Background: an optimization exercise with open tools, aiming at small area, a short achievable clock period and few clock cycles per item. Do not read the settings as production practice.
Where RTL was checked, it was by simulation tests only, not by an equivalence proof against the original.
No functional check of the RTL was part of runs 2 to 4.
No activity file was given, so power comes from the tool's default toggle rates.

==> flow/design.v (outline; a module is shown in full before it is edited, if it fits) <==
// module tc_fa: 10 lines
// module tc_ao21: 8 lines
// module tc_dot_product: 2781 lines
module tc_dot_product #(
    parameter int shape_k    = SHAPE_K_DEF,
    parameter int in_width   = IN_WIDTH_DEF,
    parameter int depth_warp = DEPTH_WARP_DEF,
    parameter int fifo_depth = FIFO_DEPTH_DEF
) (
    input  logic                          clk,
    input  logic                          reset_i,
    input  logic [shape_k*in_width-1:0]   a_i,
    input  logic [shape_k*in_width-1:0]   b_i,
    input  logic [C_WIDTH-1:0]            c_i,
    input  tc_pkg::tc_op_e                        op_i,
    input  logic [IDXW_WIDTH-1:0]         ctrl_reg_idxw_i,
    input  logic [depth_warp-1:0]         ctrl_warpid_i,
    input  logic                          in_valid_i,
    input  logic                          out_ready_i,
    output logic                          in_ready_o,
    output logic                          out_valid_o,
    output logic [C_WIDTH-1:0]            result_o,
    output logic                          ovf_o,
    output logic [IDXW_WIDTH-1:0]         ctrl_reg_idxw_o,
    output logic [depth_warp-1:0]         ctrl_warpid_o
);
  // ...
==> flow/run.sh <==
#!/bin/bash
# synth_recipe.tcl (not shown) runs the flow's synth.tcl, then flattens the netlist and writes it again
# the make line also repeats each setting of config.mk as NAME=value (left out here)
make -C /OpenROAD-flow-scripts/flow DESIGN_CONFIG=/design/flow/config.mk WORK_HOME=/design/flow/orfs CLKGATE_MAP_FILE= SYNTH_SCRIPT=/design/flow/synth_recipe.tcl finish
==> flow/config.mk <==
export PLATFORM = sky130hd
export DESIGN_NAME = tc_dot_product
export DESIGN_NICKNAME = tc_dot_product
export VERILOG_FILES = /design/flow/design.v
export SDC_FILE = /design/flow/constraint.sdc
export NUM_CORES = 4
export LEC_CHECK = 0
export CAP_MARGIN = 20
export CORE_MARGIN = 2
export CORE_UTILIZATION = 40
export SETUP_SLACK_MARGIN = 2.6
export SLEW_MARGIN = 20
export SYNTH_HIERARCHICAL = 1
export SYNTH_MINIMUM_KEEP_SIZE = 0
==> flow/constraint.sdc <==
create_clock -name core_clock -period 5.5 [get_ports {clk}]
set_input_delay 1.1000 -clock core_clock [delete_from_list [all_inputs] [get_ports {clk}]]
set_output_delay 1.1000 -clock core_clock [all_outputs]
set_load 0.01 [all_outputs]
==> flow_metrics.env, run 1 <==
export IMPL_status="timing/DRC/antenna clean"
export IMPL_regToRegSetupSlack_ns=2.27
export IMPL_ys_seq_area_share_pct=35.56
export IMPL_crit_slowest_cell="fa_1"
export IMPL_total_power_mw=18.99
export IMPL_place_inst=2621
export IMPL_synth_compound_area_share_pct=1.979
export IMPL_comb_power_share_pct=65.0
export IMPL_holdWs_ns=0.4151
export IMPL_n_antenna_cell=1
export IMPL_postSynthAreaPerCell_sq_um=12.99
export IMPL_cts_tree="yes"
export IMPL_drt_iter0_drc=1024
export IMPL_multi_input_area_share_pct=55.72
export IMPL_cp_arrival_ns=3.52
export IMPL_placementRows=88
export IMPL_root_buffer="clkbuf_16"
export IMPL_clkSinkCount=278
export IMPL_stdcell_count=2718
export IMPL_startpoint="t2_q[6]"
export IMPL_place_congestion=0.9700
export IMPL_clockPowerShare_pct=11.1
export IMPL_powerDensity_nw_per_um2=656.6
export IMPL_ir_drop_uv=548.0
export IMPL_design_core_area_sq_um=57810
export IMPL_syn_to_final_growth_pct=23.67
export IMPL_nFillCells=5009
Testbench counts, summed over its fixed seeds: cycles 3,224, items 3,200.
==> inputs of run 2 (changes only) <==
--- a/flow/design.v
+++ b/flow/design.v
@@ -16,23 +16,39 @@
     input  logic b,
     input  logic ci,
     output logic s,
     output logic co
 );
     assign s  = a ^ b ^ ci;
     assign co = (a & b) | (a & ci) | (b & ci);
 endmodule
-module tc_ao21 (
+module tc_aoi21 (
     input  logic g,
     input  logic p,
     input  logic gl,
     output logic y
 );
-    assign y = g | (p & gl);
+    assign y = ~(g | (p & gl));
+endmodule
+module tc_oai21 (
+    input  logic gn,
+    input  logic pn,
+    input  logic gln,
+    output logic y
+);
+    assign y = ~(gn & (pn | gln));
+endmodule
+module tc_mux2 (
+    input  logic a,
+    input  logic b,
+    input  logic s,
+    output logic y
+);
+    assign y = s ? b : a;
 endmodule
 `timescale 1ns/1ps
 import tc_pkg::*;
 module tc_dot_product #(
     parameter int shape_k    = SHAPE_K_DEF,
     parameter int in_width   = IN_WIDTH_DEF,
     parameter int depth_warp = DEPTH_WARP_DEF,
     parameter int fifo_depth = FIFO_DEPTH_DEF
@@ -2649,164 +2665,220 @@
     always_ff @(posedge clk) begin
         if (adv) begin
             t1_q <= {uns, uns, uns, c1083, c1233, uns, cb513, s1232, c1231, c1229, c1227, s1230, s1228, s1226, c1225, c1223, c1221, s1076, s1074, s1224, s1222, s1220, c1219, c1217, c1215, c1213, c1211, ~c_i[12], s1218, s1216, s1214, s1212, s1210, c1209, c1207, c1205, c1203, c1201, c1199, uns, s1208, s1206, s1204, s1202, s1200, s1198, c1197, c1195, c1193, c1191, c1189, c1187, c1185, ~c_i[10], s1038, s1196, s1194, s1192, s1190, s1188, s1186, s1184, c1183, c1181, c1179, c1177, c1175, c1173, c1171, c1169, s1018, s1182, s1180, s1178, s1176, s1174, s1172, s1170, s1168, c1167, c1165, c1163, c1161, c1159, c1157, c1155, c1153, c1151, s742, s1166, s1164, s1162, s1160, s1158, s1156, s1154, s1152, s1150, c1149, c1147, c1145, c1143, c1141, c1139, c1137, c1135, s968, s1148, s1146, s1144, s1142, s1140, s1138, s1136, s1134, c1133, c1131, c1129, c1127, c1125, c1123, c1121, s662, s660, s1132, s1130, s1128, s1126, s1124, s1122, s1120, c1119, c1117, c1115, c1113, c1111, c1109, s1118, s1116, s1114, s1112, s1110, s1108, c1107, c1105, c1103, c1101, c1099, ~c_i[4], s1106, s1104, s1102, s1100, s1098, c1097, c1095, c1093, s566, s882, s1096, s1094, s1092, c1091, c1089, c1087, s1090, s1088, s1086, c1085, ~c_i[1], s862, s1084, s856};
             t2_q <= {t1_q[172], c1493, s1492, c1491, c1461, s1490, c1489, s1460, s1488, c1487, s1456, s1486, c1485, s1452, s1484, c1483, s1448, s1482, c1481, s1444, s1480, c1479, s1440, s1478, c1477, s1436, s1476, c1475, s1432, s1474, c1473, s1428, s1472, c1471, s1424, s1470, c1469, s1420, s1468, c1467, s1416, s1466, c1465, s1412, s1464, c1463, s1408, s1462, t1_q[7], t1_q[6], t1_q[3], t1_q[2], t1_q[1], t1_q[0]};
         end
     end
     logic          sgn_t;
     logic [19:0] ra, rb;
-    logic [15:0]   lo;
-    logic [4:0]    hi0, hi1, hi;
-    logic          ovf0, ovf1;
-    logic [15:0]   sat_val;
+    logic [15:1]   cy;
+    logic          neg0, neg1, neg;
+    logic [15:0]   sum;
     logic          sat_ovf;
+    logic [15:0]   sat_val;
+    logic [15:0]   clamp;
     assign sgn_t = sgn_q[1];
     assign ra  = ~{t2_q[53], t2_q[52], c1525, c1523, c1521, c1519, c1517, c1515, c1513, c1511, c1509, c1507, c1505, c1503, c1501, c1499, c1497, c1495, t2_q[3], t2_q[0]};
     assign rb  = ~{1'b1, c1527, s1526, s1524, s1522, s1520, s1518, s1516, s1514, s1512, s1510, s1508, s1506, s1504, s1502, s1500, s1498, s1496, s1494, 1'b1};
-    logic [19:0] pg_g, pg_p;
+    logic [19:0] pg_g, pg_p, pg_o;
     assign pg_g = ra & rb;
     assign pg_p = ra ^ rb;
-    logic lo_g0_1, lo_p0_1;
-    tc_ao21 u_lo_g0_1 (.g(pg_g[1]), .p(pg_p[1]), .gl(pg_g[0]), .y(lo_g0_1));
-    assign lo_p0_1 = pg_p[1] & pg_p[0];
-    logic lo_g0_3, lo_p0_3;
-    tc_ao21 u_lo_g0_3 (.g(pg_g[3]), .p(pg_p[3]), .gl(pg_g[2]), .y(lo_g0_3));
-    assign lo_p0_3 = pg_p[3] & pg_p[2];
-    logic lo_g0_5, lo_p0_5;
-    tc_ao21 u_lo_g0_5 (.g(pg_g[5]), .p(pg_p[5]), .gl(pg_g[4]), .y(lo_g0_5));
-    assign lo_p0_5 = pg_p[5] & pg_p[4];
-    logic lo_g0_7, lo_p0_7;
-    tc_ao21 u_lo_g0_7 (.g(pg_g[7]), .p(pg_p[7]), .gl(pg_g[6]), .y(lo_g0_7));
-    assign lo_p0_7 = pg_p[7] & pg_p[6];
-    logic lo_g0_9, lo_p0_9;
-    tc_ao21 u_lo_g0_9 (.g(pg_g[9]), .p(pg_p[9]), .gl(pg_g[8]), .y(lo_g0_9));
-    assign lo_p0_9 = pg_p[9] & pg_p[8];
-    logic lo_g0_11, lo_p0_11;
-    tc_ao21 u_lo_g0_11 (.g(pg_g[11]), .p(pg_p[11]), .gl(pg_g[10]), .y(lo_g0_11));
-    assign lo_p0_11 = pg_p[11] & pg_p[10];
-    logic lo_g0_13, lo_p0_13;
-    tc_ao21 u_lo_g0_13 (.g(pg_g[13]), .p(pg_p[13]), .gl(pg_g[12]), .y(lo_g0_13));
-    assign lo_p0_13 = pg_p[13] & pg_p[12];
-    logic lo_g1_2, lo_p1_2;
-    tc_ao21 u_lo_g1_2 (.g(pg_g[2]), .p(pg_p[2]), .gl(lo_g0_1), .y(lo_g1_2));
-    assign lo_p1_2 = pg_p[2] & lo_p0_1;
-    logic lo_g1_3, lo_p1_3;
-    tc_ao21 u_lo_g1_3 (.g(lo_g0_3), .p(lo_p0_3), .gl(lo_g0_1), .y(lo_g1_3));
-    assign lo_p1_3 = lo_p0_3 & lo_p0_1;
-    logic lo_g1_6, lo_p1_6;
-    tc_ao21 u_lo_g1_6 (.g(pg_g[6]), .p(pg_p[6]), .gl(lo_g0_5), .y(lo_g1_6));
-    assign lo_p1_6 = pg_p[6] & lo_p0_5;
-    logic lo_g1_7, lo_p1_7;
-    tc_ao21 u_lo_g1_7 (.g(lo_g0_7), .p(lo_p0_7), .gl(lo_g0_5), .y(lo_g1_7));
-    assign lo_p1_7 = lo_p0_7 & lo_p0_5;
-    logic lo_g1_10, lo_p1_10;
-    tc_ao21 u_lo_g1_10 (.g(pg_g[10]), .p(pg_p[10]), .gl(lo_g0_9), .y(lo_g1_10));
-    assign lo_p1_10 = pg_p[10] & lo_p0_9;
-    logic lo_g1_11, lo_p1_11;
-    tc_ao21 u_lo_g1_11 (.g(lo_g0_11), .p(lo_p0_11), .gl(lo_g0_9), .y(lo_g1_11));
-    assign lo_p1_11 = lo_p0_11 & lo_p0_9;
-    logic lo_g1_14, lo_p1_14;
-    tc_ao21 u_lo_g1_14 (.g(pg_g[14]), .p(pg_p[14]), .gl(lo_g0_13), .y(lo_g1_14));
-    assign lo_p1_14 = pg_p[14] & lo_p0_13;
-    logic lo_g2_4, lo_p2_4;
-    tc_ao21 u_lo_g2_4 (.g(pg_g[4]), .p(pg_p[4]), .gl(lo_g1_3), .y(lo_g2_4));
-    assign lo_p2_4 = pg_p[4] & lo_p1_3;
-    logic lo_g2_5, lo_p2_5;
-    tc_ao21 u_lo_g2_5 (.g(lo_g0_5), .p(lo_p0_5), .gl(lo_g1_3), .y(lo_g2_5));
-    assign lo_p2_5 = lo_p0_5 & lo_p1_3;
-    logic lo_g2_6, lo_p2_6;
-    tc_ao21 u_lo_g2_6 (.g(lo_g1_6), .p(lo_p1_6), .gl(lo_g1_3), .y(lo_g2_6));
-    assign lo_p2_6 = lo_p1_6 & lo_p1_3;
-    logic lo_g2_7, lo_p2_7;
-    tc_ao21 u_lo_g2_7 (.g(lo_g1_7), .p(lo_p1_7), .gl(lo_g1_3), .y(lo_g2_7));
-    assign lo_p2_7 = lo_p1_7 & lo_p1_3;
-    logic lo_g2_12, lo_p2_12;
-    tc_ao21 u_lo_g2_12 (.g(pg_g[12]), .p(pg_p[12]), .gl(lo_g1_11), .y(lo_g2_12));
-    assign lo_p2_12 = pg_p[12] & lo_p1_11;
-    logic lo_g2_13, lo_p2_13;
-    tc_ao21 u_lo_g2_13 (.g(lo_g0_13), .p(lo_p0_13), .gl(lo_g1_11), .y(lo_g2_13));
-    assign lo_p2_13 = lo_p0_13 & lo_p1_11;
-    logic lo_g2_14, lo_p2_14;
-    tc_ao21 u_lo_g2_14 (.g(lo_g1_14), .p(lo_p1_14), .gl(lo_g1_11), .y(lo_g2_14));
-    assign lo_p2_14 = lo_p1_14 & lo_p1_11;
-    logic lo_g3_8, lo_p3_8;
-    tc_ao21 u_lo_g3_8 (.g(pg_g[8]), .p(pg_p[8]), .gl(lo_g2_7), .y(lo_g3_8));
-    assign lo_p3_8 = pg_p[8] & lo_p2_7;
-    logic lo_g3_9, lo_p3_9;
-    tc_ao21 u_lo_g3_9 (.g(lo_g0_9), .p(lo_p0_9), .gl(lo_g2_7), .y(lo_g3_9));
-    assign lo_p3_9 = lo_p0_9 & lo_p2_7;
-    logic lo_g3_10, lo_p3_10;
-    tc_ao21 u_lo_g3_10 (.g(lo_g1_10), .p(lo_p1_10), .gl(lo_g2_7), .y(lo_g3_10));
-    assign lo_p3_10 = lo_p1_10 & lo_p2_7;
-    logic lo_g3_11, lo_p3_11;
-    tc_ao21 u_lo_g3_11 (.g(lo_g1_11), .p(lo_p1_11), .gl(lo_g2_7), .y(lo_g3_11));
-    assign lo_p3_11 = lo_p1_11 & lo_p2_7;
-    logic lo_g3_12, lo_p3_12;
-    tc_ao21 u_lo_g3_12 (.g(lo_g2_12), .p(lo_p2_12), .gl(lo_g2_7), .y(lo_g3_12));
-    assign lo_p3_12 = lo_p2_12 & lo_p2_7;
-    logic lo_g3_13, lo_p3_13;
-    tc_ao21 u_lo_g3_13 (.g(lo_g2_13), .p(lo_p2_13), .gl(lo_g2_7), .y(lo_g3_13));
-    assign lo_p3_13 = lo_p2_13 & lo_p2_7;
-    logic lo_g3_14, lo_p3_14;
-    tc_ao21 u_lo_g3_14 (.g(lo_g2_14), .p(lo_p2_14), .gl(lo_g2_7), .y(lo_g3_14));
-    assign lo_p3_14 = lo_p2_14 & lo_p2_7;
-    assign lo[0] = pg_p[0];
-    assign lo[1] = pg_p[1] ^ pg_g[0];
-    assign lo[2] = pg_p[2] ^ lo_g0_1;
-    assign lo[3] = pg_p[3] ^ lo_g1_2;
-    assign lo[4] = pg_p[4] ^ lo_g1_3;
-    assign lo[5] = pg_p[5] ^ lo_g2_4;
-    assign lo[6] = pg_p[6] ^ lo_g2_5;
-    assign lo[7] = pg_p[7] ^ lo_g2_6;
-    assign lo[8] = pg_p[8] ^ lo_g2_7;
-    assign lo[9] = pg_p[9] ^ lo_g3_8;
-    assign lo[10] = pg_p[10] ^ lo_g3_9;
-    assign lo[11] = pg_p[11] ^ lo_g3_10;
-    assign lo[12] = pg_p[12] ^ lo_g3_11;
-    assign lo[13] = pg_p[13] ^ lo_g3_12;
-    assign lo[14] = pg_p[14] ^ lo_g3_13;
-    assign lo[15] = lo_g3_14;
-    logic hi_g0_1, hi_p0_1;
-    tc_ao21 u_hi_g0_1 (.g(pg_g[16]), .p(pg_p[16]), .gl(pg_g[15]), .y(hi_g0_1));
-    assign hi_p0_1 = pg_p[16] & pg_p[15];
-    logic hi_g0_3, hi_p0_3;
-    tc_ao21 u_hi_g0_3 (.g(pg_g[18]), .p(pg_p[18]), .gl(pg_g[17]), .y(hi_g0_3));
-    assign hi_p0_3 = pg_p[18] & pg_p[17];
-    logic hi_g1_2, hi_p1_2;
-    tc_ao21 u_hi_g1_2 (.g(pg_g[17]), .p(pg_p[17]), .gl(hi_g0_1), .y(hi_g1_2));
-    assign hi_p1_2 = pg_p[17] & hi_p0_1;
-    logic hi_g1_3, hi_p1_3;
-    tc_ao21 u_hi_g1_3 (.g(hi_g0_3), .p(hi_p0_3), .gl(hi_g0_1), .y(hi_g1_3));
-    assign hi_p1_3 = hi_p0_3 & hi_p0_1;
-    logic hi_g2_4, hi_p2_4;
-    tc_ao21 u_hi_g2_4 (.g(pg_g[19]), .p(pg_p[19]), .gl(hi_g1_3), .y(hi_g2_4));
-    assign hi_p2_4 = pg_p[19] & hi_p1_3;
-    assign hi0[0] = pg_p[15];
-    assign hi1[0] = ~pg_p[15];
-    assign hi0[1] = pg_p[16] ^ pg_g[15];
-    assign hi1[1] = pg_p[16] ^ (pg_g[15] | pg_p[15]);
-    assign hi0[2] = pg_p[17] ^ hi_g0_1;
-    assign hi1[2] = pg_p[17] ^ (hi_g0_1 | hi_p0_1);
-    assign hi0[3] = pg_p[18] ^ hi_g1_2;
-    assign hi1[3] = pg_p[18] ^ (hi_g1_2 | hi_p1_2);
-    assign hi0[4] = pg_p[19] ^ hi_g1_3;
-    assign hi1[4] = pg_p[19] ^ (hi_g1_3 | hi_p1_3);
-    assign ovf0 = sgn_t ? (hi0 != 5'b00000 && hi0 != 5'b11111) : (hi0[4:1] != 4'b0000);
-    assign ovf1 = sgn_t ? (hi1 != 5'b00000 && hi1 != 5'b11111) : (hi1[4:1] != 4'b0000);
-    assign hi      = lo[15] ? hi1 : hi0;
-    assign sat_ovf = lo[15] ? ovf1 : ovf0;
-    always_comb begin
-        if (!sat_ovf) begin
-            sat_val = {hi[0], lo[14:0]};
-        end else if (sgn_t) begin
-            sat_val = hi[4] ? 16'h8000 : 16'h7fff;
-        end else begin
-            sat_val = 16'hffff;
-        end
+    assign pg_o = ra | rb;
+    logic kg1, kp1;
+    tc_aoi21 u_kg1 (.g(pg_g[1]), .p(pg_p[1]), .gl(pg_g[0]), .y(kg1));
+    assign kp1 = ~(pg_p[1] & pg_p[0]);
+    logic kg2, kp2;
+    tc_aoi21 u_kg2 (.g(pg_g[2]), .p(pg_p[2]), .gl(pg_g[1]), .y(kg2));
+    assign kp2 = ~(pg_p[2] & pg_p[1]);
+    logic kg3, kp3;
+    tc_aoi21 u_kg3 (.g(pg_g[3]), .p(pg_p[3]), .gl(pg_g[2]), .y(kg3));
+    assign kp3 = ~(pg_p[3] & pg_p[2]);
+    logic kg4, kp4;
+    tc_aoi21 u_kg4 (.g(pg_g[4]), .p(pg_p[4]), .gl(pg_g[3]), .y(kg4));
+    assign kp4 = ~(pg_p[4] & pg_p[3]);
+    logic kg5, kp5;
+    tc_aoi21 u_kg5 (.g(pg_g[5]), .p(pg_p[5]), .gl(pg_g[4]), .y(kg5));
+    assign kp5 = ~(pg_p[5] & pg_p[4]);
+    logic kg6, kp6;
+    tc_aoi21 u_kg6 (.g(pg_g[6]), .p(pg_p[6]), .gl(pg_g[5]), .y(kg6));
+    assign kp6 = ~(pg_p[6] & pg_p[5]);
+    logic kg7, kp7;
+    tc_aoi21 u_kg7 (.g(pg_g[7]), .p(pg_p[7]), .gl(pg_g[6]), .y(kg7));
+    assign kp7 = ~(pg_p[7] & pg_p[6]);
+    logic kg8, kp8;
+    tc_aoi21 u_kg8 (.g(pg_g[8]), .p(pg_p[8]), .gl(pg_g[7]), .y(kg8));
+    assign kp8 = ~(pg_p[8] & pg_p[7]);
+    logic kg9, kp9;
+    tc_aoi21 u_kg9 (.g(pg_g[9]), .p(pg_p[9]), .gl(pg_g[8]), .y(kg9));
+    assign kp9 = ~(pg_p[9] & pg_p[8]);
+    logic kg10, kp10;
+    tc_aoi21 u_kg10 (.g(pg_g[10]), .p(pg_p[10]), .gl(pg_g[9]), .y(kg10));
+    assign kp10 = ~(pg_p[10] & pg_p[9]);
+    logic kg11, kp11;
+    tc_aoi21 u_kg11 (.g(pg_g[11]), .p(pg_p[11]), .gl(pg_g[10]), .y(kg11));
+    assign kp11 = ~(pg_p[11] & pg_p[10]);
+    logic kg12, kp12;
+    tc_aoi21 u_kg12 (.g(pg_g[12]), .p(pg_p[12]), .gl(pg_g[11]), .y(kg12));
+    assign kp12 = ~(pg_p[12] & pg_p[11]);
+    logic kg13, kp13;
+    tc_aoi21 u_kg13 (.g(pg_g[13]), .p(pg_p[13]), .gl(pg_g[12]), .y(kg13));
+    assign kp13 = ~(pg_p[13] & pg_p[12]);
+    logic kg14, kp14;
+    tc_aoi21 u_kg14 (.g(pg_g[14]), .p(pg_p[14]), .gl(pg_g[13]), .y(kg14));
+    assign kp14 = ~(pg_p[14] & pg_p[13]);
+    logic kg15, kp15;
+    tc_oai21 u_kg15 (.gn(kg2), .pn(kp2), .gln(~pg_g[0]), .y(kg15));
+    assign kp15 = ~(kp2 | ~pg_p[0]);
+    logic kg16, kp16;
+    tc_oai21 u_kg16 (.gn(kg3), .pn(kp3), .gln(kg1), .y(kg16));
+    assign kp16 = ~(kp3 | kp1);
+    logic kg17, kp17;
+    tc_oai21 u_kg17 (.gn(kg4), .pn(kp4), .gln(kg2), .y(kg17));
+    assign kp17 = ~(kp4 | kp2);
+    logic kg18, kp18;
+    tc_oai21 u_kg18 (.gn(kg5), .pn(kp5), .gln(kg3), .y(kg18));
+    assign kp18 = ~(kp5 | kp3);
+    logic kg19, kp19;
+    tc_oai21 u_kg19 (.gn(kg6), .pn(kp6), .gln(kg4), .y(kg19));
+    assign kp19 = ~(kp6 | kp4);
+    logic kg20, kp20;
+    tc_oai21 u_kg20 (.gn(kg7), .pn(kp7), .gln(kg5), .y(kg20));
+    assign kp20 = ~(kp7 | kp5);
+    logic kg21, kp21;
+    tc_oai21 u_kg21 (.gn(kg8), .pn(kp8), .gln(kg6), .y(kg21));
+    assign kp21 = ~(kp8 | kp6);
+    logic kg22, kp22;
+    tc_oai21 u_kg22 (.gn(kg9), .pn(kp9), .gln(kg7), .y(kg22));
+    assign kp22 = ~(kp9 | kp7);
+    logic kg23, kp23;
+    tc_oai21 u_kg23 (.gn(kg10), .pn(kp10), .gln(kg8), .y(kg23));
+    assign kp23 = ~(kp10 | kp8);
+    logic kg24, kp24;
+    tc_oai21 u_kg24 (.gn(kg11), .pn(kp11), .gln(kg9), .y(kg24));
+    assign kp24 = ~(kp11 | kp9);
+    logic kg25, kp25;
+    tc_oai21 u_kg25 (.gn(kg12), .pn(kp12), .gln(kg10), .y(kg25));
+    assign kp25 = ~(kp12 | kp10);
+    logic kg26, kp26;
+    tc_oai21 u_kg26 (.gn(kg13), .pn(kp13), .gln(kg11), .y(kg26));
+    assign kp26 = ~(kp13 | kp11);
+    logic kg27, kp27;
+    tc_oai21 u_kg27 (.gn(kg14), .pn(kp14), .gln(kg12), .y(kg27));
+    assign kp27 = ~(kp14 | kp12);
+    logic kg28, kp28;
+    tc_aoi21 u_kg28 (.g(kg17), .p(kp17), .gl(pg_g[0]), .y(kg28));
+    assign kp28 = ~(kp17 & pg_p[0]);
+    logic kg29, kp29;
+    tc_aoi21 u_kg29 (.g(kg18), .p(kp18), .gl(~kg1), .y(kg29));
+    assign kp29 = ~(kp18 & ~kp1);
+    logic kg30, kp30;
+    tc_aoi21 u_kg30 (.g(kg19), .p(kp19), .gl(kg15), .y(kg30));
+    assign kp30 = ~(kp19 & kp15);
+    logic kg31, kp31;
+    tc_aoi21 u_kg31 (.g(kg20), .p(kp20), .gl(kg16), .y(kg31));
+    assign kp31 = ~(kp20 & kp16);
+    logic kg32, kp32;
+    tc_aoi21 u_kg32 (.g(kg21), .p(kp21), .gl(kg17), .y(kg32));
+    assign kp32 = ~(kp21 & kp17);
+    logic kg33, kp33;
+    tc_aoi21 u_kg33 (.g(kg22), .p(kp22), .gl(kg18), .y(kg33));
+    assign kp33 = ~(kp22 & kp18);
+    logic kg34, kp34;
+    tc_aoi21 u_kg34 (.g(kg23), .p(kp23), .gl(kg19), .y(kg34));
+    assign kp34 = ~(kp23 & kp19);
+    logic kg35, kp35;
+    tc_aoi21 u_kg35 (.g(kg24), .p(kp24), .gl(kg20), .y(kg35));
+    assign kp35 = ~(kp24 & kp20);
+    logic kg36, kp36;
+    tc_aoi21 u_kg36 (.g(kg25), .p(kp25), .gl(kg21), .y(kg36));
+    assign kp36 = ~(kp25 & kp21);
+    logic kg37, kp37;
+    tc_aoi21 u_kg37 (.g(kg26), .p(kp26), .gl(kg22), .y(kg37));
+    assign kp37 = ~(kp26 & kp22);
+    logic kg38, kp38;
+    tc_aoi21 u_kg38 (.g(kg27), .p(kp27), .gl(kg23), .y(kg38));
+    assign kp38 = ~(kp27 & kp23);
+    logic kg39, kp39;
+    tc_oai21 u_kg39 (.gn(kg32), .pn(kp32), .gln(~pg_g[0]), .y(kg39));
+    assign kp39 = ~(kp32 | ~pg_p[0]);
+    logic kg40, kp40;
+    tc_oai21 u_kg40 (.gn(kg33), .pn(kp33), .gln(kg1), .y(kg40));
+    assign kp40 = ~(kp33 | kp1);
+    logic kg41, kp41;
+    tc_oai21 u_kg41 (.gn(kg34), .pn(kp34), .gln(~kg15), .y(kg41));
+    assign kp41 = ~(kp34 | ~kp15);
+    logic kg42, kp42;
+    tc_oai21 u_kg42 (.gn(kg35), .pn(kp35), .gln(~kg16), .y(kg42));
+    assign kp42 = ~(kp35 | ~kp16);
+    logic kg43, kp43;
+    tc_oai21 u_kg43 (.gn(kg36), .pn(kp36), .gln(kg28), .y(kg43));
+    assign kp43 = ~(kp36 | kp28);
+    logic kg44, kp44;
+    tc_oai21 u_kg44 (.gn(kg37), .pn(kp37), .gln(kg29), .y(kg44));
+    assign kp44 = ~(kp37 | kp29);
+    logic kg45, kp45;
+    tc_oai21 u_kg45 (.gn(kg38), .pn(kp38), .gln(kg30), .y(kg45));
+    assign kp45 = ~(kp38 | kp30);
+    assign cy[1] = pg_g[0];
+    assign cy[2] = ~kg1;
+    assign cy[3] = kg15;
+    assign cy[4] = kg16;
+    assign cy[5] = ~kg28;
+    assign cy[6] = ~kg29;
+    assign cy[7] = ~kg30;
+    assign cy[8] = ~kg31;
+    assign cy[9] = kg39;
+    assign cy[10] = kg40;
+    assign cy[11] = kg41;
+    assign cy[12] = kg42;
+    assign cy[13] = kg43;
+    assign cy[14] = kg44;
+    assign cy[15] = kg45;
+    logic kg46, kp46;
+    tc_aoi21 u_kg46 (.g(pg_g[16]), .p(pg_p[16]), .gl(pg_g[15]), .y(kg46));
+    assign kp46 = ~(pg_p[16] & pg_p[15]);
+    logic kg47, kp47;
+    tc_aoi21 u_kg47 (.g(pg_g[17]), .p(pg_p[17]), .gl(pg_g[16]), .y(kg47));
+    assign kp47 = ~(pg_p[17] & pg_p[16]);
+    logic kg48, kp48;
+    tc_aoi21 u_kg48 (.g(pg_g[18]), .p(pg_p[18]), .gl(pg_g[17]), .y(kg48));
+    assign kp48 = ~(pg_p[18] & pg_p[17]);
+    logic kg49, kp49;
+    tc_aoi21 u_kg49 (.g(pg_g[19]), .p(pg_p[19]), .gl(pg_g[18]), .y(kg49));
+    assign kp49 = ~(pg_p[19] & pg_p[18]);
+    logic kg50, kp50;
+    tc_oai21 u_kg50 (.gn(kg47), .pn(kp47), .gln(~pg_g[15]), .y(kg50));
+    assign kp50 = ~(kp47 | ~pg_p[15]);
+    logic kg51, kp51;
+    tc_oai21 u_kg51 (.gn(kg48), .pn(kp48), .gln(kg46), .y(kg51));
+    assign kp51 = ~(kp48 | kp46);
+    logic kg52, kp52;
+    tc_oai21 u_kg52 (.gn(kg49), .pn(kp49), .gln(kg47), .y(kg52));
+    assign kp52 = ~(kp49 | kp47);
+    logic kg53, kp53;
+    tc_aoi21 u_kg53 (.g(kg52), .p(kp52), .gl(pg_g[15]), .y(kg53));
+    assign kp53 = ~(kp52 & pg_p[15]);
+    assign neg0 = pg_p[19] ^ kg51;
+    assign neg1 = pg_p[19] ^ (kg51 | kp51);
+    assign sum = pg_p[15:0] ^ {cy, 1'b0};
+    logic zr, z1, z31;        
+    logic ovf_c0, ovf_c1;     
+    assign zr  = (pg_p[17] == pg_o[16]) & (pg_p[18] == pg_o[17]) & (pg_p[19] == pg_o[18]);
+    assign z31 = (pg_p[16] != pg_g[15]) & (pg_p[17] != pg_g[16]) &
+                 (pg_p[18] != pg_g[17]) & (pg_p[19] != pg_g[18]);
+    assign ovf_c0 = sgn_t ? !((!pg_p[15] & (pg_p[16] == pg_o[15]) & zr) | (pg_p[15] & z31))
+                          : !(zr & ((!pg_p[15] & (pg_p[16] == pg_o[15])) | (pg_p[15] & (pg_p[16] == pg_g[15]))));
+    assign ovf_c1 = sgn_t ? !((pg_p[15] & (pg_p[16] == pg_o[15]) & zr) | (!pg_p[15] & z31))
+                          : !(zr & ((pg_p[15] & (pg_p[16] == pg_o[15])) | (!pg_p[15] & (pg_p[16] == pg_g[15]))));
+    tc_mux2 u_ovf (.a(ovf_c0), .b(ovf_c1), .s(cy[15]), .y(sat_ovf));
+    tc_mux2 u_neg (.a(neg0), .b(neg1), .s(cy[15]), .y(neg));
+    assign clamp = sgn_t ? {neg, {15{!neg}}} : 16'hffff;
+    for (genvar i = 0; i < 16; i++) begin : g_sat
+        tc_mux2 u_sat (.a(sum[i]), .b(clamp[i]), .s(sat_ovf), .y(sat_val[i]));
     end
     always_ff @(posedge clk) begin
         if (adv) begin
             result_o <= sat_val;
             ovf_o    <= sat_ovf;
         end
     end
     assign ctrl_reg_idxw_o = idxw_q[S-1];
==> flow/config.mk (replaced) <==
export PLATFORM = sky130hd
export DESIGN_NAME = tc_dot_product
export DESIGN_NICKNAME = tc_dot_product
export VERILOG_FILES = /design/flow/design.v
export SDC_FILE = /design/flow/constraint.sdc
export NUM_CORES = 4
export LEC_CHECK = 0
export CAP_MARGIN = 20
export CORE_MARGIN = 2
export CORE_UTILIZATION = 40
export SETUP_SLACK_MARGIN = 2.4
export SLEW_MARGIN = 20
export SYNTH_HIERARCHICAL = 1
export SYNTH_MINIMUM_KEEP_SIZE = 0
==> flow_metrics.env, run 2 <==
export IMPL_layout_drive_gt1_share_pct=24.02
export IMPL_synth_edff_count=275
export IMPL_maxSlewViolCount=0
export IMPL_synthCells=1823
export IMPL_synth_top_cell_area_share_pct=41.95
export IMPL_clk_latency_ns=0.56
export IMPL_regMostFlops="t1_q"
export IMPL_synth_seq_cells=278
export IMPL_final_cell_mix="522 x nand2_1, 355 x fa_1, 275 x edfxtp_1"
export IMPL_top_layer="met5"
export IMPL_max_cap_viol_count=0
export IMPL_crit_slowest_cell="fa_2"
export IMPL_place_inst=2653
export IMPL_grt_pass1_vias=16140
export IMPL_fp_dieW_um=247.0
export IMPL_synth_ff_type="edfxtp_1"
export IMPL_slew_headroom_pct=49.61
export IMPL_synthArstFlopShare_pct=0
export IMPL_htreeDepth=2
export IMPL_fp_dieH_um=247.0
export IMPL_initial_core_util_pct=40.26
export IMPL_vias=14080
export IMPL_yosysMostFrequentCell="nand2_1"
export IMPL_cp_arrival_ns=3.43
export IMPL_syn_to_final_growth_pct=21.47
export IMPL_wl_met2_mm=35.22
export IMPL_synth_common_cells="534 x nand2_1, 495 x fa_1, 275 x edfxtp_1"
export IMPL_synth_largest_area_cell="fa_1"
export IMPL_ys_seq_area_share_pct=35.21
export IMPL_finalCritPeriodShare_pct=57.08
export IMPL_nets=2627
export IMPL_hold_path_startpoint="warp_q[1][2]"
export IMPL_yosys_warnings=9
export IMPL_yosys_top_cells_area="fa_1 42%, edfxtp_1 35%, nand2_1 8.5%"
export IMPL_path_common_cell="fa_2"
export IMPL_die_area_sq_um=61020
export IMPL_setup_tns_ns=0
export IMPL_stdcell_count=2739
export IMPL_tightest_slew_ns=0.7559
export IMPL_period_minus_slack_ns=3.139
export IMPL_cts_buffers=36
export IMPL_ir_drop_uv=337.0
export IMPL_cts_hold_buf=0
export IMPL_dr_wl_met3_mm=5.502
export IMPL_dr_pass1_iters=5
export IMPL_root_buffer="clkbuf_16"
export IMPL_largest_reg_flops=169
export IMPL_nFillCells=5099
export IMPL_path_max_fanout=1
export IMPL_place_hpwl_mm=56.71
export IMPL_post_drt_wl_per_cell_um=25.30
export IMPL_hold_viol=0
export IMPL_postSynthAreaPerCell_sq_um=12.96
export IMPL_clock_path_buffers=3
export IMPL_antenna_found_initial=2
export IMPL_critPathKind="reg2reg"
export IMPL_p_leak_nw=10.43
export IMPL_portBuffers=189
export IMPL_design_core_area_sq_um=58690
export IMPL_finalSetupViolations=0
export IMPL_holdPathStages=0
export IMPL_postRouteWirelength_mm=69.31
export IMPL_regToRegStartpoint="t1_q[120]"
export IMPL_fmax_mhz=318.5
export IMPL_end_kind="register"
export IMPL_drc=0
export IMPL_clkSinkCount=278
export IMPL_final_setup_skew_ns=0.02224
export IMPL_drt_iter0_drc=993
export IMPL_cts_tree="yes"
export IMPL_ff2ff_path_depth=5
export IMPL_synthesis_area_sq_um=23620
export IMPL_drtAntennaViolNets=0
export IMPL_grt_max_degree=127
export IMPL_powerDensity_nw_per_um2=653.0
export IMPL_via_per_inst=5.142
export IMPL_ys_types=34
export IMPL_cp_required_ns=5.79
export IMPL_final_common_cell="nand2_1"
export IMPL_hold_path_endpoint="warp_q[2][2]"
export IMPL_placementRows=89
export IMPL_grt_pass1_wl_mm=103.1
export IMPL_startpoint_type="register"
export IMPL_path_clk_slew_ns=0.06
export IMPL_grtUsageTotal_pct=23.62
export IMPL_slowest_delay_ns=0.62
export IMPL_status="timing/DRC/antenna clean"
export IMPL_gr_total_overflow=0
export IMPL_r2r_end="t2_q[36]"
export IMPL_rsz0062_at_grt="true"
export IMPL_top_regs="t1_q x169, t2_q x54, idxw_q x24"
export IMPL_place_congestion=0.9354
export IMPL_path_cells="fa_2 > fa_2 > fa_2 > fa_2 > fa_1"
export IMPL_hp_class="reg2reg"
export IMPL_wl_met1_mm=26.94
export IMPL_io_pin_count=190
export IMPL_regToRegSetupSlack_ns=2.36
[run 2: cell count changes after synthesis, sizes merged, moves of 10 or more]
cell	delta
o21ai	+21
xnor2	-10
xor2	+11
a21o	-32
mux2	+18
nand2	+16
and2	-10
[run 2: Yosys stat by module (local to each module, per instance)]
module | cells inside | area [sq um] | flops+latches
tc_fa | 1 | 20.02 | 0
tc_oai21 | 1 | 5.005 | 0
tc_mux2 | 1 | 15.01 | 0
tc_dot_product | 1262 | 13100 | 278
tc_aoi21 | 1 | 8.758 | 0
[run 2: stage by stage]
| stage | setup slack [ns] | power [mW] | area [sq um] | util [%] | hold WS [ns] |
|---|---|---|---|---|---|
| 2_1_floorplan | 1.335 | 11.64 | 25030 | - | 0.4003 |
| 3_3_place_gp | 1.413 | 14.59 | 27120 | 46.21 | 0.4015 |
| 3_5_place_dp | 1.425 | 14.97 | 27120 | 46.21 | 0.4045 |
| 4_1_cts | 2.337 | 18.63 | 28800 | 49.07 | 0.4177 |
| 5_1_grt | 2.288 | 20.38 | 28690 | 48.89 | 0.4230 |
| 6_report | 2.361 | 18.74 | 28700 | 48.90 | 0.4135 |
[run 2: timing repair]
action | CTS | global route
setup buffers | 11 | 4
gates cloned | 4 | 1
pin swaps | 15 | 13
setup endpoints to repair | 368 | 111
gates resized for setup | 280 | 148
[run 2: worst max-delay path by stage]
| stage | from | to | cells after the start | slack, ns |
|---|---|---|---|---|
| 2_1_floorplan | out_ready_i | in_ready_o | 1 | 1.33 |
| 3_3_place_gp | b_i[7] | t1_q[143] | 6 | 1.41 |
| 3_5_place_dp | a_i[5] | t1_q[143] | 6 | 1.42 |
| 4_1_cts | b_i[16] | t1_q[64] | 6 | 2.34 |
| 5_1_grt | t2_q[13] | result_o[15] | 11 | 2.29 |
| 6_report | t1_q[120] | t2_q[36] | 5 | 2.36 |
[run 2: kinds of logic after synthesis]
family | count (synthesis) | synth area share (%)
AOI/OAI and AO/OA | 56 | 1.705
xor gates and xnor gates | 136 | 5.042
adders and majority gates | 529 | 43.75
buffers and inverters | 241 | 3.967
DFF | 278 | 35.21
muxes | 20 | 1.229
other | 2 | 0.03179
and+or+nand+nor | 561 | 9.067
[run 2: critical path: cells and delay by family, from the launching register on]
family	cells	cell delay, ns
fa+ha+maj	5	2.36
flops	1	0.51
[run 2: cell type report]
class / instances / area (sq um) / share of cell area, %
Antenna cell: 1 / 2.502 / 0.008721
Multi-Input combinational cell: 1309 / 15840 / 55.21
Timing Repair Buffer: 214 / 1926 / 6.711
Clock buffer: 41 / 919.6 / 3.205
Clock inverter: 24 / 349.1 / 1.217
Tap cell: 773 / 967.2 / 3.371
Inverter: 99 / 371.6 / 1.295
Sequential cell: 278 / 8318 / 28.99
[run 2: power by group]
| part | internal, mW | leakage [nW] | switching (mW) | total [mW] |
|---|---|---|---|---|
| registers | 4.02 | 2.81 | 0.485 | 4.51 |
| logic | 5.63 | 7.01 | 6.05 | 11.7 |
| clock network | 1.55 | 0.612 | 0.999 | 2.55 |
| total | 11.2 | 10.4 | 7.53 | 18.7 |
[run 2: per-layer routing]
| metal | global-route usage, % | vias to the layer above |
|---|---|---|
| met3 | 5.698 | 117 |
| met5 | 0 | - |
| met4 | 5.723 | 2 |
| li1 | - | 5922 |
| met1 | 29.84 | 7469 |
| met2 | 40.93 | 573 |
==> inputs of run 3 (changes only) <==
--- a/flow/config.mk
+++ b/flow/config.mk
@@ -7,8 +7,9 @@
 export LEC_CHECK = 0
 export CAP_MARGIN = 20
 export CORE_MARGIN = 2
-export CORE_UTILIZATION = 40
-export SETUP_SLACK_MARGIN = 2.4
+export CORE_UTILIZATION = 65
+export PLACE_DENSITY = 0.75
+export SETUP_SLACK_MARGIN = 2.6
 export SLEW_MARGIN = 20
 export SYNTH_HIERARCHICAL = 1
 export SYNTH_MINIMUM_KEEP_SIZE = 0
==> flow_metrics.env, run 3 <==
export IMPL_status="timing/DRC/antenna clean"
export IMPL_max_cap_viol_count=0
export IMPL_synth_largest_area_cell="fa_1"
export IMPL_rsz0062_at_grt="true"
export IMPL_p_leak_nw=10.53
export IMPL_drc=0
export IMPL_ys_seq_area_share_pct=35.21
export IMPL_drtAntennaViolNets=0
export IMPL_placementRows=69
export IMPL_htreeDepth=1
export IMPL_synth_ff_type="edfxtp_1"
export IMPL_synth_edff_count=275
export IMPL_grt_pass1_vias=17000
export IMPL_synth_xor_area_share_pct=5.042
export IMPL_synth_compound_area_share_pct=1.705
export IMPL_wl_met1_mm=24.46
export IMPL_ys_types=34
export IMPL_holdWs_ns=0.4149
export IMPL_path_clk_slew_ns=0.06
export IMPL_clk_latency_ns=0.56
export IMPL_grt_pass1_wl_mm=105.8
export IMPL_cts_hold_buf=0
export IMPL_hp_class="reg2reg"
export IMPL_period_minus_slack_ns=3.186
export IMPL_powerDensity_nw_per_um2=675.0
export IMPL_cts_tree="yes"
export IMPL_slew_headroom_pct=27.19
export IMPL_clkSinkCount=278
export IMPL_nets=2629
export IMPL_die_area_sq_um=37880
export IMPL_finalCritPeriodShare_pct=57.92
export IMPL_initial_core_util_pct=66.26
export IMPL_synthCells=1823
export IMPL_root_buffer="clkbuf_16"
export IMPL_final_common_cell="nand2_1"
export IMPL_path_common_cell="mux2_4"
export IMPL_vias=15170
export IMPL_via_per_inst=6.269
export IMPL_final_cell_mix="473 x nand2_1, 318 x fa_1, 275 x edfxtp_1"
export IMPL_cts_buffers=29
export IMPL_pre_cts_slack_ns=1.377
export IMPL_setup_tns_ns=0
export IMPL_nFillCells=1937
export IMPL_postSynthAreaPerCell_sq_um=12.96
export IMPL_portBuffers=189
export IMPL_crit_slowest_cell="fa_1"
export IMPL_io_pin_count=190
export IMPL_synth_top_cell_area_share_pct=41.95
export IMPL_regMostFlops="t1_q"
export IMPL_maxSlewViolCount=0
export IMPL_finalSetupViolations=0
export IMPL_dr_pass1_iters=6
export IMPL_fp_dieH_um=194.6
export IMPL_synthArstFlopShare_pct=0
export IMPL_path_cells="fa_1 > inv_2 > ha_4 > or3b_1 > a32o_2 > o32a_4 > mux2_4 > mux2_4"
export IMPL_critPathKind="reg2reg"
export IMPL_final_setup_skew_ns=0.02140
export IMPL_largest_reg_flops=169
export IMPL_wl_met2_mm=36.93
export IMPL_synth_seq_cells=278
export IMPL_synthesis_area_sq_um=23620
export IMPL_synth_top_family_by_area="adder cells"
export IMPL_design_core_area_sq_um=35660
export IMPL_drt_iter0_drc=1611
export IMPL_end_kind="register"
export IMPL_postRouteWirelength_mm=72.37
export IMPL_place_hpwl_mm=54.96
export IMPL_yosys_warnings=9
export IMPL_fin_area_sq_um=28470
export IMPL_top_regs="t1_q x169, t2_q x54, idxw_q x24"
export IMPL_place_congestion=0.9465
export IMPL_gr_total_overflow=0
export IMPL_muxShareOfSynthArea_pct=1.229
export IMPL_yosysMostFrequentCell="nand2_1"
export IMPL_fp_dieW_um=194.6
export IMPL_tightest_slew_ns=1.092
export IMPL_synth_fa_ha_area_share_pct=43.75
export IMPL_top_layer="met5"
export IMPL_syn_to_final_growth_pct=20.51
export IMPL_grtUsageTotal_pct=39.16
export IMPL_dr_wl_met3_mm=8.084
export IMPL_path_max_fanout=8
export IMPL_placed_area_sq_um=26920
export IMPL_worst_slack_ns=2.314
export IMPL_synthSimpleGateAreaFrac_pct=9.067
export IMPL_antenna_found_initial=3
export IMPL_synth_common_cells="534 x nand2_1, 495 x fa_1, 275 x edfxtp_1"
export IMPL_fmax_mhz=313.9
export IMPL_cp_arrival_ns=3.48
export IMPL_post_drt_wl_per_cell_um=29.90
export IMPL_clock_path_buffers=3
export IMPL_layout_drive_gt1_share_pct=31.10
export IMPL_yosys_top_cells_area="fa_1 42%, edfxtp_1 35%, nand2_1 8.5%"
export IMPL_hold_viol=0
export IMPL_slowest_delay_ns=0.62
export IMPL_cp_required_ns=5.79
export IMPL_ir_drop_uv=467.3
export IMPL_grt_max_degree=76
export IMPL_startpoint_type="register"
export IMPL_total_power_mw=19.22
[run 3: worst paths after layout]
| kind | start | endpoint | slack (ns) | cells after the start |
|---|---|---|---|---|
| max | t2_q[43] | result_o[2] | 2.31 | 8 |
| min | warp_q[1][0] | warp_q[2][0] | 0.41 | 0 |
| max reg2reg | t2_q[43] | result_o[2] | 2.31 | 8 |
| min reg2reg | warp_q[1][0] | warp_q[2][0] | 0.41 | 0 |
[run 3: layout make-up]
class	count	area, sq um	area share [%]
Inverter	99	371.6	1.305
Tap cell	461	576.8	2.026
Clock inverter	10	106.4	0.3736
Sequential cell	278	8318	29.22
Timing Repair Buffer	223	1958	6.878
Multi-Input combinational cell	1309	16340	57.41
Clock buffer	39	793.3	2.786
Antenna cell	1	2.502	0.008790
[run 3: critical path, delay by kind of cell (launching register included)]
| kind | cells | cell delay, ns |
|---|---|---|
| AOI/OAI and AO/OA | 2 | 0.52 |
| and+or+nand+nor | 1 | 0.35 |
| DFF | 1 | 0.41 |
| buffers and inverters | 1 | 0.06 |
| muxes | 2 | 0.70 |
| adders and majority gates | 2 | 0.87 |
[run 3: through the flow]
stage,std cells,utilization (%)
after CTS,2414,79.00
after global routing,2419,79.84
after detailed placement,2344,75.51
after floorplan,1825,-
after global placement,2344,75.51
final,2420,79.85
[run 3: cell families after synthesis]
family                     count (synthesis)
DFF                                      278
xor gates and xnor gates                 136
AOI/OAI and AO/OA                         56
buffers and inverters                    241
other                                      2
and+or+nand+nor                          561
adders and majority gates                529
muxes                                     20
[run 3: power breakdown]
part,switching (mW),internal (mW)
clock network,0.815,1.10
logic,6.79,5.99
registers,0.497,4.03
total,8.10,11.1
[run 3: what timing repair did]
| item | CTS | global route |
|---|---|---|
| resized for setup | 653 | 141 |
| endpoints found under the hold margin | 0 | 0 |
| pin swaps | 25 | 28 |
| cloned | 8 | 2 |
| setup buffers | 13 | 3 |
| endpoints found under the setup margin | 255 | 68 |
[run 3: per-module statistics from Yosys (local to each module, per instance)]
| module | copies in the design | flip-flops and latches | area [sq um] |
|---|---|---|---|
| tc_aoi21 | 27 | 0 | 8.758 |
| tc_dot_product | 1 | 278 | 13100 |
| tc_fa | 495 | 0 | 20.02 |
| tc_mux2 | 18 | 0 | 15.01 |
| tc_oai21 | 21 | 0 | 5.005 |
[run 3: layer usage]
metal | up-vias | global-route usage (%)
met5 | - | 0
met4 | 2 | 11.97
met3 | 245 | 8.190
met2 | 1098 | 68.76
met1 | 7902 | 49.54
li1 | 5923 | -
==> inputs of run 4 (changes only) <==
==> flow/flow/run.sh (new file) <==
#!/bin/bash
# Layout flow: the standard flow unchanged, except that the port buffers
# are sky130_fd_sc_hd__buf_1 instead of the default delay-style buffer.
export BUFFER_PORTS_ARGS="-buffer_cell sky130_fd_sc_hd__buf_1"
bash standard.sh > standard.log 2>&1
==> flow/standard.sh (new file) <==
#!/bin/bash
# synth_recipe.tcl (not shown) runs the flow's synth.tcl, then flattens the netlist and writes it again
# the make line also repeats each setting of config.mk as NAME=value (left out here)
make -C /OpenROAD-flow-scripts/flow DESIGN_CONFIG=/design/flow/config.mk WORK_HOME=/design/flow/orfs CLKGATE_MAP_FILE= SYNTH_SCRIPT=/design/flow/synth_recipe.tcl "${@:-finish}"
--- a/flow/config.mk
+++ b/flow/config.mk
@@ -7,9 +7,8 @@
 export LEC_CHECK = 0
 export CAP_MARGIN = 20
 export CORE_MARGIN = 2
-export CORE_UTILIZATION = 65
-export PLACE_DENSITY = 0.75
-export SETUP_SLACK_MARGIN = 2.6
+export CORE_UTILIZATION = 40
+export SETUP_SLACK_MARGIN = 2.4
 export SLEW_MARGIN = 20
 export SYNTH_HIERARCHICAL = 1
 export SYNTH_MINIMUM_KEEP_SIZE = 0
removed: flow/run.sh
==> flow_metrics.env, run 4 <==
export IMPL_grtUsageTotal_pct=23.18
export IMPL_via_per_inst=5.188
export IMPL_placed_area_sq_um=26010
export IMPL_status="timing/DRC/antenna clean"
export IMPL_synth_largest_area_cell="fa_1"
export IMPL_final_cell_mix="521 x nand2_1, 364 x fa_1, 275 x edfxtp_1"
export IMPL_synth_seq_cells=278
export IMPL_startpoint_type="register"
export IMPL_antenna_found_initial=6
export IMPL_grt_max_degree=149
export IMPL_holdPathStages=0
export IMPL_drtAntennaViolNets=0
export IMPL_root_buffer="clkbuf_16"
export IMPL_maxSlewViolCount=0
export IMPL_nFillCells=5109
export IMPL_final_common_cell="nand2_1"
export IMPL_regToRegStartpoint="t1_q[85]"
export IMPL_synth_edff_count=275
export IMPL_hold_path_startpoint="idxw_q[1][4]"
export IMPL_regMostFlops="t1_q"
export IMPL_grt_pass1_wl_mm=101.4
export IMPL_portBuffers=189
export IMPL_synthArstFlopShare_pct=0
export IMPL_regArea_sq_um=8318
export IMPL_ys_types=34
export IMPL_n_antenna_cell=0
export IMPL_syn_to_final_growth_pct=17.83
export IMPL_slew_headroom_pct=34.40
export IMPL_die_area_sq_um=61020
export IMPL_cts_tree="yes"
export IMPL_fmax_mhz=317.0
export IMPL_drt_iter0_drc=978
export IMPL_critPathKind="reg2reg"
export IMPL_synth_top_cell_area_share_pct=41.95
export IMPL_regToRegSetupSlack_ns=2.35
export IMPL_powerDensity_nw_per_um2=660.6
export IMPL_htreeDepth=2
export IMPL_period_minus_slack_ns=3.154
export IMPL_layout_drive_gt1_share_pct=23.77
export IMPL_clk_latency_ns=0.55
export IMPL_fin_area_sq_um=27840
export IMPL_tightest_slew_ns=0.9839
export IMPL_synth_ff_type="edfxtp_1"
export IMPL_ys_seq_area_share_pct=35.21
export IMPL_fp_dieW_um=247.0
export IMPL_gr_total_overflow=0
export IMPL_end_kind="register"
export IMPL_post_drt_wl_per_cell_um=25.07
export IMPL_design_core_area_sq_um=58690
export IMPL_ir_drop_uv=351.3
export IMPL_io_pin_count=190
export IMPL_yosysMostFrequentCell="nand2_1"
export IMPL_multi_input_comb_area_sq_um=15870
export IMPL_ff2ff_path_depth=5
export IMPL_max_cap_viol_count=0
export IMPL_synthesis_area_sq_um=23620
export IMPL_placementRows=89
export IMPL_place_congestion=0.9338
export IMPL_startpoint="t1_q[85]"
export IMPL_top_regs="t1_q x169, t2_q x54, idxw_q x24"
export IMPL_vias=14200
export IMPL_hold_path_endpoint="idxw_q[2][4]"
export IMPL_initial_core_util_pct=40.26
export IMPL_clkSinkCount=278
export IMPL_largest_reg_flops=169
export IMPL_postRouteWirelength_mm=68.63
export IMPL_hold_viol=0
export IMPL_finalSetupViolations=0
export IMPL_nets=2632
export IMPL_holdWs_ns=0.4189
export IMPL_p_leak_nw=10.07
export IMPL_setup_tns_ns=0
export IMPL_synth_common_cells="534 x nand2_1, 495 x fa_1, 275 x edfxtp_1"
export IMPL_place_hpwl_mm=56.75
export IMPL_cp_arrival_ns=3.43
export IMPL_r2r_end="t2_q[30]"
export IMPL_cp_required_ns=5.78
export IMPL_hp_class="reg2reg"
export IMPL_dr_pass1_iters=6
export IMPL_cts_hold_buf=0
export IMPL_final_setup_skew_ns=0.02235
export IMPL_yosys_top_cells_area="fa_1 42%, edfxtp_1 35%, nand2_1 8.5%"
export IMPL_postSynthAreaPerCell_sq_um=12.96
export IMPL_cts_buffers=34
export IMPL_total_power_mw=18.39
export IMPL_drc=0
export IMPL_yosys_warnings=9
export IMPL_fp_dieH_um=247.0
export IMPL_rsz0062_at_grt="true"
export IMPL_grt_pass1_vias=16000
export IMPL_path_max_fanout=1
export IMPL_synthCells=1823
export IMPL_clock_path_buffers=3
export IMPL_path_clk_slew_ns=0.06
export IMPL_finalCritPeriodShare_pct=57.35
-- run 4: how the worst max path moves through the flow --
stage | to | cells past startpoint
after global placement | t1_q[153] | 6
after detailed placement | t1_q[153] | 6
after floorplan | in_ready_o | 1
after global routing | result_o[15] | 8
final | t2_q[30] | 5
after CTS | result_o[15] | 8
-- run 4: cell families after synthesis --
family	Yosys count	synth area share, %
compound gates	56	1.705
xor+xnor	136	5.042
fa+ha+maj	529	43.75
buf+inv	241	3.967
flops	278	35.21
mux	20	1.229
other cells	2	0.03179
simple gates	561	9.067
-- run 4: per-stage QoR --
stage | setup slack [ns] | instances | util, %
5_1_grt | 2.312 | 2738 | 47.43
6_report | 2.346 | 2738 | 47.43
3_5_place_dp | 1.287 | 2661 | 44.32
2_1_floorplan | 1.335 | 1825 | -
4_1_cts | 2.352 | 2726 | 46.77
3_3_place_gp | 1.354 | 2661 | 44.32
-- run 4: area by class of cell --
| cell class | count | area share (%) |
|---|---|---|
| tap | 773 | 3.474 |
| sequential | 278 | 29.88 |
| clock buffer | 40 | 3.209 |
| timing repair buffer | 221 | 4.284 |
| clock inverter | 18 | 0.7911 |
| multi-input combinational | 1309 | 57.03 |
| inverter | 99 | 1.335 |
-- run 4: critical path, stage by stage (launching register included) --
cell and delay, ns:
edfxtp_1 0.49, fa_2 0.62, fa_2 0.46, fa_2 0.37, fa_2 0.54, fa_1 0.40
-- run 4: where the power goes --
part	total [mW]	internal, mW	switching (mW)
Sequential	4.47	4.02	0.450
Combinational	11.6	5.56	6.07
Clock	2.29	1.36	0.933
Total	18.4	10.9	7.45
-- run 4: per-layer routing --
metal | track usage (%) | up-vias | wire length, um
li1 | - | 5928 | -
met2 | 40.58 | 561 | 35310
met4 | 7.247 | 12 | 2150
met5 | 0 | - | 82
met1 | 29.20 | 7553 | 26490
met3 | 4.157 | 150 | 4601
-- run 4: per-module statistics from Yosys (local to each module, per instance) --
module | cells inside | cell area, sq um | copies in the design
tc_aoi21 | 1 | 8.758 | 27
tc_mux2 | 1 | 15.01 | 18
tc_oai21 | 1 | 5.005 | 21
tc_dot_product | 1262 | 13100 | 1
tc_fa | 1 | 20.02 | 495
-- run 4: repair_timing --
action	CTS	global route
cloned	2	2
setup buffers	5	10
endpoints found under the setup margin	116	48
gates resized for setup	94	88
pin swaps	14	15

## separate check: timing with driven ports
The flow's constraints put no driver on any port. The routed layouts listed below were extracted and timed again, unchanged, in two steps.
Step 1: set_driving_cell puts a clkbuf_16 on clk and a buf_2 on each other input, an assumption about the parent block.
Step 2, shift: input delay + t, output delay - t, t = (earliest + latest rising clock arrival at the registers) / 2. This alone moves slack from input paths to output paths.
Slacks: ideal ports / drivers / drivers and shift; pairs: ideal ports / drivers.
run	shift t [ns]	setup WS [ns]	worst setup path after step 2	cell pins on the clock port's net
run 1	0.595	2.270 / 2.270 / 1.887	input to register	1
run 2	0.611	2.361 / 2.330 / 1.719	input to register	1
run 3	0.600	2.314 / 2.314 / 1.860	input to register	1
run 4	0.597	2.346 / 2.346 / 1.804	input to register	1
After both steps every run listed still meets setup and hold. The setup slack of run 2, which loses most, moves by -0.031 ns with the drivers and by -0.642 ns with both steps.
